Source: an optimization exercise on an open RTL-to-GDS flow (aim: small area and a short achievable clock period). Production flows keep margins and buffers that such runs may drop. Function was checked by simulation only, so behaviour that the tests miss may differ from the original. Power and IR drop assume default switching activity.

<file path="design.v">
`timescale 1ns/1ps
module vecDecoder (
	input  logic [31:0] instr,
	output logic [9:0]  ctrl
);
	localparam logic [4:0] opNop   = 5'd0;
	localparam logic [4:0] opAdd   = 5'd1;
	localparam logic [4:0] opSub   = 5'd2;
	localparam logic [4:0] opMul   = 5'd3;
	localparam logic [4:0] opRelu  = 5'd4;
	localparam logic [4:0] opBcast = 5'd5;
	localparam logic [1:0] fuAlu   = 2'd0;
	localparam logic [1:0] fuMul   = 2'd1;
	localparam logic [1:0] fuRelu  = 2'd2;
	localparam logic [1:0] fuBcast = 2'd3;
	logic       regWrite;
	logic [1:0] fuSel;
	logic       subtract;
	always_comb begin
		regWrite = 1'b0;
		fuSel    = fuAlu;
		subtract = 1'b0;
		case (instr[7:3])
			opAdd: begin
				regWrite = 1'b1;
				fuSel    = fuAlu;
			end
			opSub: begin
				regWrite = 1'b1;
				fuSel    = fuAlu;
				subtract = 1'b1;
			end
			opMul: begin
				regWrite = 1'b1;
				fuSel    = fuMul;
			end
			opRelu: begin
				regWrite = 1'b1;
				fuSel    = fuRelu;
			end
			opBcast: begin
				regWrite = 1'b1;
				fuSel    = fuBcast;
			end
			default: begin
				regWrite = 1'b0;
			end
		endcase
	end
	assign ctrl = {regWrite, fuSel, subtract, instr[13], instr[28:24]};
endmodule
`timescale 1ns/1ps
module vecRegFile (
	input  logic        clk,
	input  logic        rstN,
	input  logic [4:0]  rdAddrA,
	input  logic [4:0]  rdAddrB,
	output logic [63:0] rdDataA,
	output logic [63:0] rdDataB,
	input  logic        wrEn,
	input  logic [4:0]  wrAddr,
	input  logic [63:0] wrData
);
	localparam int regCount = 32;
	logic [regCount-1:0][63:0] regs;
	logic [regCount-1:0]       regValid;
	logic [regCount-1:0]       wrSel;
	logic [regCount-1:0]       selA;
	logic [regCount-1:0]       selB;
	logic                      wtA;
	logic                      wtB;
	always_comb begin
		for (int i = 0; i < regCount; i++) begin
			wrSel[i] = wrEn && (wrAddr == 5'(i));
		end
	end
	always_ff @(posedge clk or negedge rstN) begin
		if (!rstN) begin
			regValid <= '0;
		end else begin
			regValid <= regValid | wrSel;
		end
	end
	always_ff @(posedge clk) begin
		for (int i = 0; i < regCount; i++) begin
			if (wrSel[i]) regs[i] <= wrData;
		end
	end
	assign wtA = wrEn && (wrAddr == rdAddrA);
	assign wtB = wrEn && (wrAddr == rdAddrB);
	always_comb begin
		for (int i = 0; i < regCount; i++) begin
			selA[i] = (rdAddrA == 5'(i)) && regValid[i] && !wtA;
			selB[i] = (rdAddrB == 5'(i)) && regValid[i] && !wtB;
		end
		rdDataA = wtA ? wrData : '0;
		rdDataB = wtB ? wrData : '0;
		for (int i = 0; i < regCount; i++) begin
			rdDataA = rdDataA | (regs[i] & {64{selA[i]}});
			rdDataB = rdDataB | (regs[i] & {64{selB[i]}});
		end
	end
endmodule
`timescale 1ns/1ps
module vecExecUnit (
	input  logic [1:0]  fuSel,
	input  logic        subtract,
	input  logic        sat,
	input  logic [63:0] opA,
	input  logic [63:0] opB,
	output logic [63:0] result
);
	localparam int laneCount = 4;
	localparam int laneWidth = 16;
	localparam logic [1:0] fuAlu   = 2'd0;
	localparam logic [1:0] fuMul   = 2'd1;
	localparam logic [1:0] fuRelu  = 2'd2;
	localparam logic [1:0] fuBcast = 2'd3;
	logic [63:0] mulVec;
	for (genvar g = 0; g < laneCount; g++) begin : gLane
		vecMul16 mul (
			.a (opA[g*laneWidth +: laneWidth]),
			.b (opB[g*laneWidth +: laneWidth]),
			.p (mulVec[g*laneWidth +: laneWidth])
		);
	end
	logic [laneWidth:0] sumWide [laneCount];
	logic [laneWidth:0] aExt;
	logic [laneWidth:0] bExt;
	logic [laneWidth-1:0] aluLane;
	logic [laneWidth-1:0] otherLane;
	always_comb begin
		for (int i = 0; i < laneCount; i++) begin
			aExt = {opA[i*laneWidth+laneWidth-1], opA[i*laneWidth +: laneWidth]};
			bExt = {opB[i*laneWidth+laneWidth-1], opB[i*laneWidth +: laneWidth]};
			if (subtract) begin
				sumWide[i] = aExt - bExt;
			end else begin
				sumWide[i] = aExt + bExt;
			end
			if (sat && (sumWide[i][laneWidth] != sumWide[i][laneWidth-1])) begin
				aluLane = sumWide[i][laneWidth] ? {1'b1, {(laneWidth-1){1'b0}}}
				                                : {1'b0, {(laneWidth-1){1'b1}}};
			end else begin
				aluLane = sumWide[i][laneWidth-1:0];
			end
			case (fuSel)
				fuAlu:   otherLane = aluLane;
				fuRelu:  otherLane = opA[i*laneWidth+laneWidth-1] ? '0 : opA[i*laneWidth +: laneWidth];
				default: otherLane = opB[0 +: laneWidth];
			endcase
			result[i*laneWidth +: laneWidth] = (fuSel == fuMul) ? mulVec[i*laneWidth +: laneWidth] : otherLane;
		end
	end
endmodule
module vecMul16 (
	input  logic [15:0] a,
	input  logic [15:0] b,
	output logic [15:0] p
);
	logic [16:0] bx;
	assign bx = {b, 1'b0};
	logic one0, two0, neg0;
	assign one0 = bx[1] ^ bx[0];
	assign two0 = (bx[2] ^ bx[1]) & ~one0;
	assign neg0 = bx[2];
	logic [15:0] pp0;
	assign pp0[0] = ((one0 & a[0]) | (two0 & 1'b0)) ^ neg0;
	assign pp0[1] = ((one0 & a[1]) | (two0 & a[0])) ^ neg0;
	assign pp0[2] = ((one0 & a[2]) | (two0 & a[1])) ^ neg0;
	assign pp0[3] = ((one0 & a[3]) | (two0 & a[2])) ^ neg0;
	assign pp0[4] = ((one0 & a[4]) | (two0 & a[3])) ^ neg0;
	assign pp0[5] = ((one0 & a[5]) | (two0 & a[4])) ^ neg0;
	assign pp0[6] = ((one0 & a[6]) | (two0 & a[5])) ^ neg0;
	assign pp0[7] = ((one0 & a[7]) | (two0 & a[6])) ^ neg0;
	assign pp0[8] = ((one0 & a[8]) | (two0 & a[7])) ^ neg0;
	assign pp0[9] = ((one0 & a[9]) | (two0 & a[8])) ^ neg0;
	assign pp0[10] = ((one0 & a[10]) | (two0 & a[9])) ^ neg0;
	assign pp0[11] = ((one0 & a[11]) | (two0 & a[10])) ^ neg0;
	assign pp0[12] = ((one0 & a[12]) | (two0 & a[11])) ^ neg0;
	assign pp0[13] = ((one0 & a[13]) | (two0 & a[12])) ^ neg0;
	assign pp0[14] = ((one0 & a[14]) | (two0 & a[13])) ^ neg0;
	assign pp0[15] = ((one0 & a[15]) | (two0 & a[14])) ^ neg0;
	logic one1, two1, neg1;
	assign one1 = bx[3] ^ bx[2];
	assign two1 = (bx[4] ^ bx[3]) & ~one1;
	assign neg1 = bx[4];
	logic [13:0] pp1;
	assign pp1[0] = ((one1 & a[0]) | (two1 & 1'b0)) ^ neg1;
	assign pp1[1] = ((one1 & a[1]) | (two1 & a[0])) ^ neg1;
	assign pp1[2] = ((one1 & a[2]) | (two1 & a[1])) ^ neg1;
	assign pp1[3] = ((one1 & a[3]) | (two1 & a[2])) ^ neg1;
	assign pp1[4] = ((one1 & a[4]) | (two1 & a[3])) ^ neg1;
	assign pp1[5] = ((one1 & a[5]) | (two1 & a[4])) ^ neg1;
	assign pp1[6] = ((one1 & a[6]) | (two1 & a[5])) ^ neg1;
	assign pp1[7] = ((one1 & a[7]) | (two1 & a[6])) ^ neg1;
	assign pp1[8] = ((one1 & a[8]) | (two1 & a[7])) ^ neg1;
	assign pp1[9] = ((one1 & a[9]) | (two1 & a[8])) ^ neg1;
	assign pp1[10] = ((one1 & a[10]) | (two1 & a[9])) ^ neg1;
	assign pp1[11] = ((one1 & a[11]) | (two1 & a[10])) ^ neg1;
	assign pp1[12] = ((one1 & a[12]) | (two1 & a[11])) ^ neg1;
	assign pp1[13] = ((one1 & a[13]) | (two1 & a[12])) ^ neg1;
	logic one2, two2, neg2;
	assign one2 = bx[5] ^ bx[4];
	assign two2 = (bx[6] ^ bx[5]) & ~one2;
	assign neg2 = bx[6];
	logic [11:0] pp2;
	assign pp2[0] = ((one2 & a[0]) | (two2 & 1'b0)) ^ neg2;
	assign pp2[1] = ((one2 & a[1]) | (two2 & a[0])) ^ neg2;
	assign pp2[2] = ((one2 & a[2]) | (two2 & a[1])) ^ neg2;
	assign pp2[3] = ((one2 & a[3]) | (two2 & a[2])) ^ neg2;
	assign pp2[4] = ((one2 & a[4]) | (two2 & a[3])) ^ neg2;
	assign pp2[5] = ((one2 & a[5]) | (two2 & a[4])) ^ neg2;
	assign pp2[6] = ((one2 & a[6]) | (two2 & a[5])) ^ neg2;
	assign pp2[7] = ((one2 & a[7]) | (two2 & a[6])) ^ neg2;
	assign pp2[8] = ((one2 & a[8]) | (two2 & a[7])) ^ neg2;
	assign pp2[9] = ((one2 & a[9]) | (two2 & a[8])) ^ neg2;
	assign pp2[10] = ((one2 & a[10]) | (two2 & a[9])) ^ neg2;
	assign pp2[11] = ((one2 & a[11]) | (two2 & a[10])) ^ neg2;
	logic one3, two3, neg3;
	assign one3 = bx[7] ^ bx[6];
	assign two3 = (bx[8] ^ bx[7]) & ~one3;
	assign neg3 = bx[8];
	logic [9:0] pp3;
	assign pp3[0] = ((one3 & a[0]) | (two3 & 1'b0)) ^ neg3;
	assign pp3[1] = ((one3 & a[1]) | (two3 & a[0])) ^ neg3;
	assign pp3[2] = ((one3 & a[2]) | (two3 & a[1])) ^ neg3;
	assign pp3[3] = ((one3 & a[3]) | (two3 & a[2])) ^ neg3;
	assign pp3[4] = ((one3 & a[4]) | (two3 & a[3])) ^ neg3;
	assign pp3[5] = ((one3 & a[5]) | (two3 & a[4])) ^ neg3;
	assign pp3[6] = ((one3 & a[6]) | (two3 & a[5])) ^ neg3;
	assign pp3[7] = ((one3 & a[7]) | (two3 & a[6])) ^ neg3;
	assign pp3[8] = ((one3 & a[8]) | (two3 & a[7])) ^ neg3;
	assign pp3[9] = ((one3 & a[9]) | (two3 & a[8])) ^ neg3;
	logic one4, two4, neg4;
	assign one4 = bx[9] ^ bx[8];
	assign two4 = (bx[10] ^ bx[9]) & ~one4;
	assign neg4 = bx[10];
	logic [7:0] pp4;
	assign pp4[0] = ((one4 & a[0]) | (two4 & 1'b0)) ^ neg4;
	assign pp4[1] = ((one4 & a[1]) | (two4 & a[0])) ^ neg4;
	assign pp4[2] = ((one4 & a[2]) | (two4 & a[1])) ^ neg4;
	assign pp4[3] = ((one4 & a[3]) | (two4 & a[2])) ^ neg4;
	assign pp4[4] = ((one4 & a[4]) | (two4 & a[3])) ^ neg4;
	assign pp4[5] = ((one4 & a[5]) | (two4 & a[4])) ^ neg4;
	assign pp4[6] = ((one4 & a[6]) | (two4 & a[5])) ^ neg4;
	assign pp4[7] = ((one4 & a[7]) | (two4 & a[6])) ^ neg4;
	logic one5, two5, neg5;
	assign one5 = bx[11] ^ bx[10];
	assign two5 = (bx[12] ^ bx[11]) & ~one5;
	assign neg5 = bx[12];
	logic [5:0] pp5;
	assign pp5[0] = ((one5 & a[0]) | (two5 & 1'b0)) ^ neg5;
	assign pp5[1] = ((one5 & a[1]) | (two5 & a[0])) ^ neg5;
	assign pp5[2] = ((one5 & a[2]) | (two5 & a[1])) ^ neg5;
	assign pp5[3] = ((one5 & a[3]) | (two5 & a[2])) ^ neg5;
	assign pp5[4] = ((one5 & a[4]) | (two5 & a[3])) ^ neg5;
	assign pp5[5] = ((one5 & a[5]) | (two5 & a[4])) ^ neg5;
	logic one6, two6, neg6;
	assign one6 = bx[13] ^ bx[12];
	assign two6 = (bx[14] ^ bx[13]) & ~one6;
	assign neg6 = bx[14];
	logic [3:0] pp6;
	assign pp6[0] = ((one6 & a[0]) | (two6 & 1'b0)) ^ neg6;
	assign pp6[1] = ((one6 & a[1]) | (two6 & a[0])) ^ neg6;
	assign pp6[2] = ((one6 & a[2]) | (two6 & a[1])) ^ neg6;
	assign pp6[3] = ((one6 & a[3]) | (two6 & a[2])) ^ neg6;
	logic one7, two7, neg7;
	assign one7 = bx[15] ^ bx[14];
	assign two7 = (bx[16] ^ bx[15]) & ~one7;
	assign neg7 = bx[16];
	logic [1:0] pp7;
	assign pp7[0] = ((one7 & a[0]) | (two7 & 1'b0)) ^ neg7;
	assign pp7[1] = ((one7 & a[1]) | (two7 & a[0])) ^ neg7;
	logic t1, s2, c3;
	assign t1 = neg1 ^ pp0[2];
	assign s2 = t1 ^ pp1[0];
	assign c3 = t1 ? pp1[0] : neg1;
	logic t4, s5, c6;
	assign t4 = pp0[3] ^ pp1[1];
	assign s5 = t4 ^ c3;
	assign c6 = t4 ? c3 : pp0[3];
	logic t7, s8, c9;
	assign t7 = neg2 ^ pp0[4];
	assign s8 = t7 ^ pp1[2];
	assign c9 = t7 ? pp1[2] : neg2;
	logic t10, s11, c12;
	assign t10 = pp2[0] ^ s8;
	assign s11 = t10 ^ c6;
	assign c12 = t10 ? c6 : pp2[0];
	logic t13, s14, c15;
	assign t13 = pp0[5] ^ pp1[3];
	assign s14 = t13 ^ pp2[1];
	assign c15 = t13 ? pp2[1] : pp0[5];
	logic t16, s17, c18;
	assign t16 = c9 ^ s14;
	assign s17 = t16 ^ c12;
	assign c18 = t16 ? c12 : c9;
	logic t19, s20, c21;
	assign t19 = neg3 ^ pp0[6];
	assign s20 = t19 ^ pp1[4];
	assign c21 = t19 ? pp1[4] : neg3;
	logic t22, s23, c24;
	assign t22 = pp2[2] ^ pp3[0];
	assign s23 = t22 ^ c15;
	assign c24 = t22 ? c15 : pp2[2];
	logic t25, s26, c27;
	assign t25 = s20 ^ s23;
	assign s26 = t25 ^ c18;
	assign c27 = t25 ? c18 : s20;
	logic t28, s29, c30;
	assign t28 = pp0[7] ^ pp1[5];
	assign s29 = t28 ^ pp2[3];
	assign c30 = t28 ? pp2[3] : pp0[7];
	logic t31, s32, c33;
	assign t31 = pp3[1] ^ c21;
	assign s32 = t31 ^ s29;
	assign c33 = t31 ? s29 : pp3[1];
	logic t34, s35, c36;
	assign t34 = c24 ^ s32;
	assign s35 = t34 ^ c27;
	assign c36 = t34 ? c27 : c24;
	logic t37, s38, c39;
	assign t37 = neg4 ^ pp0[8];
	assign s38 = t37 ^ pp1[6];
	assign c39 = t37 ? pp1[6] : neg4;
	logic t40, s41, c42;
	assign t40 = pp2[4] ^ pp3[2];
	assign s41 = t40 ^ pp4[0];
	assign c42 = t40 ? pp4[0] : pp2[4];
	logic t43, s44, c45;
	assign t43 = c30 ^ s38;
	assign s44 = t43 ^ s41;
	assign c45 = t43 ? s41 : c30;
	logic t46, s47, c48;
	assign t46 = c33 ^ s44;
	assign s47 = t46 ^ c36;
	assign c48 = t46 ? c36 : c33;
	logic t49, s50, c51;
	assign t49 = pp0[9] ^ pp1[7];
	assign s50 = t49 ^ pp2[5];
	assign c51 = t49 ? pp2[5] : pp0[9];
	logic t52, s53, c54;
	assign t52 = pp3[3] ^ pp4[1];
	assign s53 = t52 ^ c39;
	assign c54 = t52 ? c39 : pp3[3];
	logic t55, s56, c57;
	assign t55 = c42 ^ s50;
	assign s56 = t55 ^ s53;
	assign c57 = t55 ? s53 : c42;
	logic t58, s59, c60;
	assign t58 = c45 ^ s56;
	assign s59 = t58 ^ c48;
	assign c60 = t58 ? c48 : c45;
	logic t61, s62, c63;
	assign t61 = neg5 ^ pp0[10];
	assign s62 = t61 ^ pp1[8];
	assign c63 = t61 ? pp1[8] : neg5;
	logic t64, s65, c66;
	assign t64 = pp2[6] ^ pp3[4];
	assign s65 = t64 ^ pp4[2];
	assign c66 = t64 ? pp4[2] : pp2[6];
	logic t67, s68, c69;
	assign t67 = pp5[0] ^ c51;
	assign s68 = t67 ^ s62;
	assign c69 = t67 ? s62 : pp5[0];
	logic t70, s71, c72;
	assign t70 = s65 ^ c54;
	assign s71 = t70 ^ c57;
	assign c72 = t70 ? c57 : s65;
	logic t73, s74, c75;
	assign t73 = s68 ^ s71;
	assign s74 = t73 ^ c60;
	assign c75 = t73 ? c60 : s68;
	logic t76, s77, c78;
	assign t76 = pp0[11] ^ pp1[9];
	assign s77 = t76 ^ pp2[7];
	assign c78 = t76 ? pp2[7] : pp0[11];
	logic t79, s80, c81;
	assign t79 = pp3[5] ^ pp4[3];
	assign s80 = t79 ^ pp5[1];
	assign c81 = t79 ? pp5[1] : pp3[5];
	logic t82, s83, c84;
	assign t82 = c63 ^ c66;
	assign s83 = t82 ^ s77;
	assign c84 = t82 ? s77 : c63;
	logic t85, s86, c87;
	assign t85 = s80 ^ c69;
	assign s86 = t85 ^ s83;
	assign c87 = t85 ? s83 : s80;
	logic t88, s89, c90;
	assign t88 = c72 ^ s86;
	assign s89 = t88 ^ c75;
	assign c90 = t88 ? c75 : c72;
	logic t91, s92, c93;
	assign t91 = neg6 ^ pp0[12];
	assign s92 = t91 ^ pp1[10];
	assign c93 = t91 ? pp1[10] : neg6;
	logic t94, s95, c96;
	assign t94 = pp2[8] ^ pp3[6];
	assign s95 = t94 ^ pp4[4];
	assign c96 = t94 ? pp4[4] : pp2[8];
	logic t97, s98, c99;
	assign t97 = pp5[2] ^ pp6[0];
	assign s98 = t97 ^ c78;
	assign c99 = t97 ? c78 : pp5[2];
	logic t100, s101, c102;
	assign t100 = c81 ^ s92;
	assign s101 = t100 ^ s95;
	assign c102 = t100 ? s95 : c81;
	logic t103, s104, c105;
	assign t103 = s98 ^ c84;
	assign s104 = t103 ^ s101;
	assign c105 = t103 ? s101 : s98;
	logic t106, s107, c108;
	assign t106 = c87 ^ s104;
	assign s107 = t106 ^ c90;
	assign c108 = t106 ? c90 : c87;
	logic t109, s110, c111;
	assign t109 = pp0[13] ^ pp1[11];
	assign s110 = t109 ^ pp2[9];
	assign c111 = t109 ? pp2[9] : pp0[13];
	logic t112, s113, c114;
	assign t112 = pp3[7] ^ pp4[5];
	assign s113 = t112 ^ pp5[3];
	assign c114 = t112 ? pp5[3] : pp3[7];
	logic t115, s116, c117;
	assign t115 = pp6[1] ^ c93;
	assign s116 = t115 ^ c96;
	assign c117 = t115 ? c96 : pp6[1];
	logic t118, s119, c120;
	assign t118 = s110 ^ s113;
	assign s119 = t118 ^ c99;
	assign c120 = t118 ? c99 : s110;
	logic t121, s122, c123;
	assign t121 = c102 ^ s116;
	assign s122 = t121 ^ s119;
	assign c123 = t121 ? s119 : c102;
	logic t124, s125, c126;
	assign t124 = c105 ^ s122;
	assign s125 = t124 ^ c108;
	assign c126 = t124 ? c108 : c105;
	logic t127, s128, c129;
	assign t127 = neg7 ^ pp0[14];
	assign s128 = t127 ^ pp1[12];
	assign c129 = t127 ? pp1[12] : neg7;
	logic t130, s131, c132;
	assign t130 = pp2[10] ^ pp3[8];
	assign s131 = t130 ^ pp4[6];
	assign c132 = t130 ? pp4[6] : pp2[10];
	logic t133, s134, c135;
	assign t133 = pp5[4] ^ pp6[2];
	assign s134 = t133 ^ pp7[0];
	assign c135 = t133 ? pp7[0] : pp5[4];
	logic t136, s137, c138;
	assign t136 = c111 ^ c114;
	assign s137 = t136 ^ s128;
	assign c138 = t136 ? s128 : c111;
	logic t139, s140, c141;
	assign t139 = s131 ^ s134;
	assign s140 = t139 ^ c117;
	assign c141 = t139 ? c117 : s131;
	logic t142, s143, c144;
	assign t142 = c120 ^ s137;
	assign s143 = t142 ^ s140;
	assign c144 = t142 ? s140 : c120;
	logic t145, s146, c147;
	assign t145 = c123 ^ s143;
	assign s146 = t145 ^ c126;
	assign c147 = t145 ? c126 : c123;
	logic x148;
	assign x148 = pp0[15] ^ pp1[13];
	logic x149;
	assign x149 = pp2[11] ^ pp3[9];
	logic x150;
	assign x150 = pp4[7] ^ pp5[5];
	logic x151;
	assign x151 = pp6[3] ^ pp7[1];
	logic x152;
	assign x152 = x148 ^ x149;
	logic x153;
	assign x153 = x150 ^ x151;
	logic x154;
	assign x154 = c129 ^ c132;
	logic x155;
	assign x155 = c135 ^ x152;
	logic x156;
	assign x156 = x153 ^ x154;
	logic x157;
	assign x157 = x155 ^ c138;
	logic x158;
	assign x158 = x156 ^ c141;
	logic x159;
	assign x159 = x157 ^ c144;
	logic x160;
	assign x160 = x158 ^ x159;
	logic [15:0] g, pr;
	logic [15:0] cy;
	assign pr[0] = neg0 ^ pp0[0];
	assign g[0] = neg0 & pp0[0];
	assign pr[1] = pp0[1];
	assign g[1] = 1'b0;
	assign pr[2] = s2;
	assign g[2] = 1'b0;
	assign pr[3] = s5;
	assign g[3] = 1'b0;
	assign pr[4] = s11;
	assign g[4] = 1'b0;
	assign pr[5] = s17;
	assign g[5] = 1'b0;
	assign pr[6] = s26;
	assign g[6] = 1'b0;
	assign pr[7] = s35;
	assign g[7] = 1'b0;
	assign pr[8] = s47;
	assign g[8] = 1'b0;
	assign pr[9] = s59;
	assign g[9] = 1'b0;
	assign pr[10] = s74;
	assign g[10] = 1'b0;
	assign pr[11] = s89;
	assign g[11] = 1'b0;
	assign pr[12] = s107;
	assign g[12] = 1'b0;
	assign pr[13] = s125;
	assign g[13] = 1'b0;
	assign pr[14] = s146;
	assign g[14] = 1'b0;
	assign pr[15] = x160 ^ c147;
	assign g[15] = x160 & c147;
	logic G161, P162;
	assign G161 = g[1] | (pr[1] & g[0]);
	assign P162 = pr[1] & pr[0];
	logic G163, P164;
	assign G163 = g[3] | (pr[3] & g[2]);
	assign P164 = pr[3] & pr[2];
	logic G165, P166;
	assign G165 = g[5] | (pr[5] & g[4]);
	assign P166 = pr[5] & pr[4];
	logic G167, P168;
	assign G167 = g[7] | (pr[7] & g[6]);
	assign P168 = pr[7] & pr[6];
	logic G169, P170;
	assign G169 = g[9] | (pr[9] & g[8]);
	assign P170 = pr[9] & pr[8];
	logic G171, P172;
	assign G171 = g[11] | (pr[11] & g[10]);
	assign P172 = pr[11] & pr[10];
	logic G173, P174;
	assign G173 = g[13] | (pr[13] & g[12]);
	assign P174 = pr[13] & pr[12];
	logic G175, P176;
	assign G175 = g[2] | (pr[2] & G161);
	assign P176 = pr[2] & P162;
	logic G177, P178;
	assign G177 = G163 | (P164 & G161);
	assign P178 = P164 & P162;
	logic G179, P180;
	assign G179 = g[6] | (pr[6] & G165);
	assign P180 = pr[6] & P166;
	logic G181, P182;
	assign G181 = G167 | (P168 & G165);
	assign P182 = P168 & P166;
	logic G183, P184;
	assign G183 = g[10] | (pr[10] & G169);
	assign P184 = pr[10] & P170;
	logic G185, P186;
	assign G185 = G171 | (P172 & G169);
	assign P186 = P172 & P170;
	logic G187, P188;
	assign G187 = g[14] | (pr[14] & G173);
	assign P188 = pr[14] & P174;
	logic G189, P190;
	assign G189 = g[4] | (pr[4] & G177);
	assign P190 = pr[4] & P178;
	logic G191, P192;
	assign G191 = G165 | (P166 & G177);
	assign P192 = P166 & P178;
	logic G193, P194;
	assign G193 = G179 | (P180 & G177);
	assign P194 = P180 & P178;
	logic G195, P196;
	assign G195 = G181 | (P182 & G177);
	assign P196 = P182 & P178;
	logic G197, P198;
	assign G197 = g[12] | (pr[12] & G185);
	assign P198 = pr[12] & P186;
	logic G199, P200;
	assign G199 = G173 | (P174 & G185);
	assign P200 = P174 & P186;
	logic G201, P202;
	assign G201 = G187 | (P188 & G185);
	assign P202 = P188 & P186;
	logic G203, P204;
	assign G203 = g[8] | (pr[8] & G195);
	assign P204 = pr[8] & P196;
	logic G205, P206;
	assign G205 = G169 | (P170 & G195);
	assign P206 = P170 & P196;
	logic G207, P208;
	assign G207 = G183 | (P184 & G195);
	assign P208 = P184 & P196;
	logic G209, P210;
	assign G209 = G185 | (P186 & G195);
	assign P210 = P186 & P196;
	logic G211, P212;
	assign G211 = G197 | (P198 & G195);
	assign P212 = P198 & P196;
	logic G213, P214;
	assign G213 = G199 | (P200 & G195);
	assign P214 = P200 & P196;
	logic G215, P216;
	assign G215 = G201 | (P202 & G195);
	assign P216 = P202 & P196;
	assign cy[0] = 1'b0;
	assign cy[1] = g[0];
	assign cy[2] = G161;
	assign cy[3] = G175;
	assign cy[4] = G177;
	assign cy[5] = G189;
	assign cy[6] = G191;
	assign cy[7] = G193;
	assign cy[8] = G195;
	assign cy[9] = G203;
	assign cy[10] = G205;
	assign cy[11] = G207;
	assign cy[12] = G209;
	assign cy[13] = G211;
	assign cy[14] = G213;
	assign cy[15] = G215;
	assign p[0] = pr[0] ^ cy[0];
	assign p[1] = pr[1] ^ cy[1];
	assign p[2] = pr[2] ^ cy[2];
	assign p[3] = pr[3] ^ cy[3];
	assign p[4] = pr[4] ^ cy[4];
	assign p[5] = pr[5] ^ cy[5];
	assign p[6] = pr[6] ^ cy[6];
	assign p[7] = pr[7] ^ cy[7];
	assign p[8] = pr[8] ^ cy[8];
	assign p[9] = pr[9] ^ cy[9];
	assign p[10] = pr[10] ^ cy[10];
	assign p[11] = pr[11] ^ cy[11];
	assign p[12] = pr[12] ^ cy[12];
	assign p[13] = pr[13] ^ cy[13];
	assign p[14] = pr[14] ^ cy[14];
	assign p[15] = pr[15] ^ cy[15];
endmodule
`timescale 1ns/1ps
module vecDatapath (
	input  logic        clk,
	input  logic        rstN,
	input  logic        hold,
	input  logic [95:0] fifoRdData,
	input  logic        fifoDataValid,
	output logic        fifoRead,
	output logic        wbValid,
	output logic [4:0]  wbAddr,
	output logic [63:0] wbData
);
	localparam int laneWidth = 16;
	localparam logic [1:0] fuBcast = 2'd3;
	logic        consume;
	logic        ifIdValid;
	logic [95:0] ifIdEntry;
	logic [31:0] ifIdInstr;
	logic [9:0]  idCtrl;
	logic        idWrite;
	logic        idBcast;
	logic [4:0]  idSrc1;
	logic [4:0]  idSrc2;
	logic [63:0] rdDataA;
	logic [63:0] rdDataB;
	logic        fwdA;
	logic        fwdB;
	logic [63:0] opANext;
	logic [63:0] opBNext;
	logic        idExWrite;
	logic [4:0]  idExCtrl;
	logic [4:0]  idExDst;
	logic [63:0] idExOpA;
	logic [63:0] idExOpB;
	logic        exWbWrite;
	logic [4:0]  exWbDst;
	logic [63:0] exWbResult;
	logic [63:0] exResult;
	assign fifoRead = ~hold;
	assign consume  = fifoRead & fifoDataValid;
	always_ff @(posedge clk or negedge rstN) begin
		if (!rstN) begin
			ifIdValid <= 1'b0;
		end else if (!hold) begin
			ifIdValid <= consume;
		end
	end
	always_ff @(posedge clk) begin
		if (consume) begin
			ifIdEntry <= fifoRdData;
		end
	end
	assign ifIdInstr = ifIdEntry[31:0];
	assign idSrc1    = ifIdInstr[23:19];
	assign idSrc2    = ifIdInstr[18:14];
	vecDecoder decoder (
		.instr (ifIdInstr),
		.ctrl  (idCtrl)
	);
	assign idWrite = ifIdValid & idCtrl[9];
	assign idBcast = (idCtrl[8:7] == fuBcast);
	vecRegFile regFile (
		.clk     (clk),
		.rstN    (rstN),
		.rdAddrA (idSrc1),
		.rdAddrB (idSrc2),
		.rdDataA (rdDataA),
		.rdDataB (rdDataB),
		.wrEn    (exWbWrite),
		.wrAddr  (exWbDst),
		.wrData  (exWbResult)
	);
	assign fwdA = idExWrite && (idExDst == idSrc1);
	assign fwdB = idExWrite && (idExDst == idSrc2) && !idBcast;
	assign opANext = fwdA ? exResult : rdDataA;
	assign opBNext = fwdB ? exResult :
	                 idBcast ? {48'b0, ifIdEntry[32 +: laneWidth]} : rdDataB;
	always_ff @(posedge clk or negedge rstN) begin
		if (!rstN) begin
			idExWrite <= 1'b0;
		end else if (!hold) begin
			idExWrite <= idWrite;
		end
	end
	always_ff @(posedge clk) begin
		if (!hold) begin
			idExCtrl <= idCtrl[9:5];
			idExDst  <= idCtrl[4:0];
			idExOpA  <= opANext;
			idExOpB  <= opBNext;
		end
	end
	vecExecUnit execUnit (
		.fuSel    (idExCtrl[3:2]),
		.subtract (idExCtrl[1]),
		.sat      (idExCtrl[0]),
		.opA      (idExOpA),
		.opB      (idExOpB),
		.result   (exResult)
	);
	always_ff @(posedge clk or negedge rstN) begin
		if (!rstN) begin
			exWbWrite <= 1'b0;
		end else if (!hold) begin
			exWbWrite <= idExWrite;
		end
	end
	always_ff @(posedge clk) begin
		if (!hold) begin
			exWbDst    <= idExDst;
			exWbResult <= exResult;
		end
	end
	assign wbValid = exWbWrite & ~hold;
	assign wbAddr  = exWbDst;
	assign wbData  = exWbResult;
endmodule
</file>
<file path="run.sh">
#!/bin/bash
# synth_recipe.tcl (not shown) runs the flow's synth.tcl, then flattens the netlist and writes it again
# the make line also repeats each setting of config.mk as NAME=value (left out here)
make -C /OpenROAD-flow-scripts/flow DESIGN_CONFIG=/design/flow/config.mk WORK_HOME=/design/flow/orfs CLKGATE_MAP_FILE= SYNTH_SCRIPT=/design/flow/synth_recipe.tcl finish
</file>
<file path="config.mk">
export PLATFORM = sky130hd
export DESIGN_NAME = vecDatapath
export DESIGN_NICKNAME = vecDatapath
export VERILOG_FILES = /design/flow/design.v
export SDC_FILE = /design/flow/constraint.sdc
export NUM_CORES = 4
export LEC_CHECK = 0
export CAP_MARGIN = 20
export CORE_MARGIN = 2
export CORE_UTILIZATION = 30
export PLACE_DENSITY = 0.45
export SETUP_SLACK_MARGIN = 4.5
export SLEW_MARGIN = 40
</file>
<file path="constraint.sdc">
create_clock -name core_clock -period 8.5 [get_ports {clk}]
set_input_delay 1.7000 -clock core_clock [delete_from_list [all_inputs] [get_ports {clk}]]
set_output_delay 1.7000 -clock core_clock [all_outputs]
set_load 0.01 [all_outputs]
</file>
==> impl.org <==
** Global route
- Number of global-route vias before repair :: 96,246
- Global router's overall resource usage :: 0.322
- Largest net degree at the start of global routing :: 130
- The first global-routing pass estimated 875,000 um of wire.
- Overall overflow remaining after global route :: 0
- The number of antenna violations at the first check in global routing is 43.

** Synthesis
- By area the synthesized netlist is led by edfxtp_1 (59%), a22oi_1 (5.4%), a221oi_1 (4.7%).
- Library cell with the highest instance count after synthesis :: edfxtp_1
- Synth unique cells :: 101
- Most numerous cell types in the synthesized netlist :: edfxtp_1 (2,291), a22oi_1 (838), a221oi_1 (633)
- The synthesized design contains 2,291 enable-type register cells.
- Counting every net in the synthesized netlist gives 9,517.
- Synthesis produced a netlist whose cell count is 9,262.
- Combinational family with the most area after synthesis :: compound AO/OA/AOI/OAI gates
- Post-Synth Simple-Gate Area :: 0.0791
- Share of flip-flops with an asynchronous set or reset after synthesis :: 0.0150
- Of the total synthesized cell area, the portion taken by XOR and XNOR cells is 0.0656.
- The synthesized design contains 2,326 register bits.
- The post-synthesis compound-gate area fraction is 0.200.
- Warnings from Yosys :: 5
- For this run, the leading register cell type out of synthesis is edfxtp_1.
- Arithmetic-cell share of the synthesized area counting full adders, half adders and majority gates :: 0.0261
- Share of the synthesized area in the top cell type :: 0.587
- Area of the mapped netlist :: 0.117 mm^2
- Measured against the total synthesized area, the mux share comes to 0.00604.
- Of all cell types, the one taking the most synthesized area is edfxtp_1.
- Per-instance average area after synthesis :: 12.7 um^2
- Proportion of synthesized chip area in sequential cells :: 0.594

** Drt
- Initial drt markers :: 21,683
- In the routed design, unresolved DRC markers number 0.
- Antenna violation net count after detailed routing :: 0
- Via density per instance :: 6.80
- Routed WL :: 669,000 um
- In the final routed layout, each cell accounts on average for 43.9 um.
- Detailed routing inserted a total of 103,566 vias.
- Number of detailed-routing iterations run before antenna repair :: 13

** Worst setup path
- Worst reg-to-reg path cell count :: 22
- Worst EP required :: 9210 ps
- STA classifies the critical path endpoint as a flop.
- Startpoint kind of the worst setup timing path :: flop
- Maximum fanout along the worst path :: 6
- Kind of critical path :: reg2reg
- Data arrives at the worst endpoint at 6130 ps.
- The setup check on the worst reg-to-reg path leaves a slack of 3090 ps.

** Timing
- Period minus WS final :: 5410 ps
- Unrepaired setup endpoints after global routing :: yes
- Post-Route Setup TNS :: 0 ps
- The final hold violation count is 0.
- Final worst-path cycle share :: 0.637
- Setup violations remaining at the end of the flow were counted as 0.
- Transition at the pin with the smallest max-transition slack :: 1020 ps
- In this run the tightest slew margin relative to its limit is 0.312.
- The count of final max-slew check failures is 0.
- Clock tree skew after final layout :: 81.4 ps
- Achievable frequency :: 185 MHz

** Finish
- Relative to the synthesized area, the layout overhead comes to 24.1%.
- In the final design database the tool counted 10,093 nets.
- Fill cells in the final layout number 36,910.
- Summing all flip-flop and latch instances after layout gives 0.0697 mm^2.
- Multi-input combinational cell area :: 0.0503 mm^2
- Non-filler instance count after layout :: 15,239
- In the final layout, the share of cells above drive strength 1 is 0.230.
- Layout Cell Area excl Fill :: 0.146 mm^2

** Clocking
- Root cell of the clock tree :: clkbuf_16
- Number of buffers inserted during clock tree synthesis :: 232
- Counting along the longest clock path gives a buffer depth of 4.
- TritonCTS clock tree :: yes
- Hold buffer count at cts :: 0
- Reg clk slew, reported paths :: 70 ps
- Clock Latency Late Sink :: 960 ps
- For this design, the sink count on the clock tree is 2,326.
- CTS H-Tree Depth :: 4

** Placed design
- The number of placed instances, taps included, is 14,223.
- The placed instances occupy a cell area of 0.128 mm^2.
- Half-perimeter wire length after placement :: 357,000 um
- The congestion estimate from routability-driven global placement came to 0.939.
- Number of buffers added on ports :: 111

** Power
- The analysis attributes to cell leakage a power of 48.2 nW.
- Areal power density over the cells :: 297 mW/mm^2
- The completed layout was analyzed and its total power is 43.2 mW.
- Maximum vdd ir drop :: 0.463 mV

** Hold path
- The worst hold path belongs to the class reg2reg.
- Worst hold stages :: 0

** Die
- Horizontal die dimension :: 629 um
- Cell row count :: 229
- Pin placement for this block handled 171 I/O pins.
- Area of the placeable core :: 0.389 mm^2
- Die span in y :: 629 um
- Die area :: 0.396 mm^2
- Starting Density :: 0.301

** Status
- The flow ran to the end and the layout has no timing, DRC or antenna violations.

** Job
- Max-cap violations :: 0
[layout by cell type (no fill, tap or decap), drive strengths merged, types with 178 or more instances in the layout]
cell	count
a21oi	262
a221oi	633
a22o	549
a22oi	842
buf	910
clkbuf	279
edfxtp	2291
inv	178
nand2	522
nand3	296
nand4	213
nor2	331
o21ai	323
xnor2	613
[registers in the layout, indices dropped and copies added (netlist names)]
register,count
exWbDst,5
exWbResult,64
exWbWrite,1
idExCtrl,4
idExDst,5
idExOpA,64
idExOpB,64
idExWrite,1
ifIdEntry,37
ifIdValid,1
regFile.regValid,32
regFile.regs,2048
[per-layer routing]
| metal | wire length, um | global-route usage |
|---|---|---|
| met1 | 238000 | 0.398 |
| met2 | 282000 | 0.479 |
| met3 | 95400 | 0.113 |
| met4 | 52900 | 0.201 |
| met5 | 479 | 0.00386 |
[path summary, 6_finish.rpt]
path                                    startpoint                             end
setup / recovery             idExOpB[33]$_DFFE_PN_           idExOpB[47]$_DFFE_PN_
hold / removal             ifIdEntry[13]$_DFFE_PP_           idExCtrl[0]$_DFFE_PN_
hold reg to reg            ifIdEntry[13]$_DFFE_PP_           idExCtrl[0]$_DFFE_PN_
max in group asynchronous                     rstN           exWbWrite$_DFFE_PN0N_
setup reg to reg             idExOpB[33]$_DFFE_PN_           idExOpB[47]$_DFFE_PN_
min in group asynchronous                     rstN  regFile.regValid[11]$_DFF_PN0_
[area by class of cell]
cell class                 count  area share
multi-input combinational   6068       0.346
clock buffer                 277      0.0419
sequential                  2326       0.479
inverter                     186     0.00620
clock inverter               136     0.00965
tap                         5197      0.0447
antenna                       25    0.000430
timing repair buffer        1024      0.0725
[repair_timing]
item,4_1_cts,5_1_grt
setup buffers,421,138
endpoints found under the setup margin,240,201
resized for setup,835,333
pin swaps,344,280
gates cloned,14,2
[per-stage QoR]
| stage | hold slack, ps | setup slack [ps] | util |
|---|---|---|---|
| 2_1_floorplan | 400 | 2850 | - |
| 3_3_place_gp | 408 | 1860 | 0.326 |
| 3_5_place_dp | 417 | 1830 | 0.329 |
| 4_1_cts | 424 | 3140 | 0.367 |
| 5_1_grt | 427 | 2910 | 0.374 |
| 6_report | 422 | 3090 | 0.374 |
[cells by family after synthesis]
family | Yosys count
DFF | 2326
adders and majority gates | 263
AOI/OAI and AO/OA | 3059
xor gates and xnor gates | 794
buffers and inverters | 876
muxes | 67
and+or+nand+nor | 1877
[critical path, stage by stage (launching register included)]
cell and delay [ps]:
edfxtp_1 410, buf_12 160, buf_12 130, ha_4 190, buf_6 130, a22oi_2 190, xnor2_2 170, buf_4 160
nor4_4 30, o21bai_4 170, xor3_2 410, a211o_1 310, a311oi_2 320, o31ai_2 120, a21oi_2 240, mux2_4 340
or2_4 240, o221a_1 240, a311o_1 290, a221oi_2 250, xnor2_2 200, o211ai_2 170, mux2_4 330
[power breakdown]
group | leakage (nW) | switching, mW | internal (mW) | total [mW]
Sequential | 21.4 | 0.254 | 13.6 | 13.8
Combinational | 23.2 | 10.6 | 8.14 | 18.8
Clock | 3.63 | 4.74 | 5.93 | 10.7

[afterwards: timing with drivers on the ports]
Ports are ideal in the flow. The routed layout listed here was re-timed in OpenROAD.
Step 1, drivers: a clkbuf_16 drives clk and a buf_2 each remaining input, both assumed.
Step 2 moves the port delays by t, midway between the first and last clock arrival at a register: inputs arrive t later, outputs are due t later. That takes back most of the time a late clock gives input paths.
a / b / c = ideal / step 1 / step 2; a / b = the first two.
t (ns): 1.025
slack for setup (ns): 3.089 / 3.089 / 3.089
worst register clock-pin slew, ns: 0.07 / 0.07
After both steps this run still meets setup and hold. For this run, drivers alone change the setup slack by 0.000 ns; drivers and shift together by 0.000 ns.
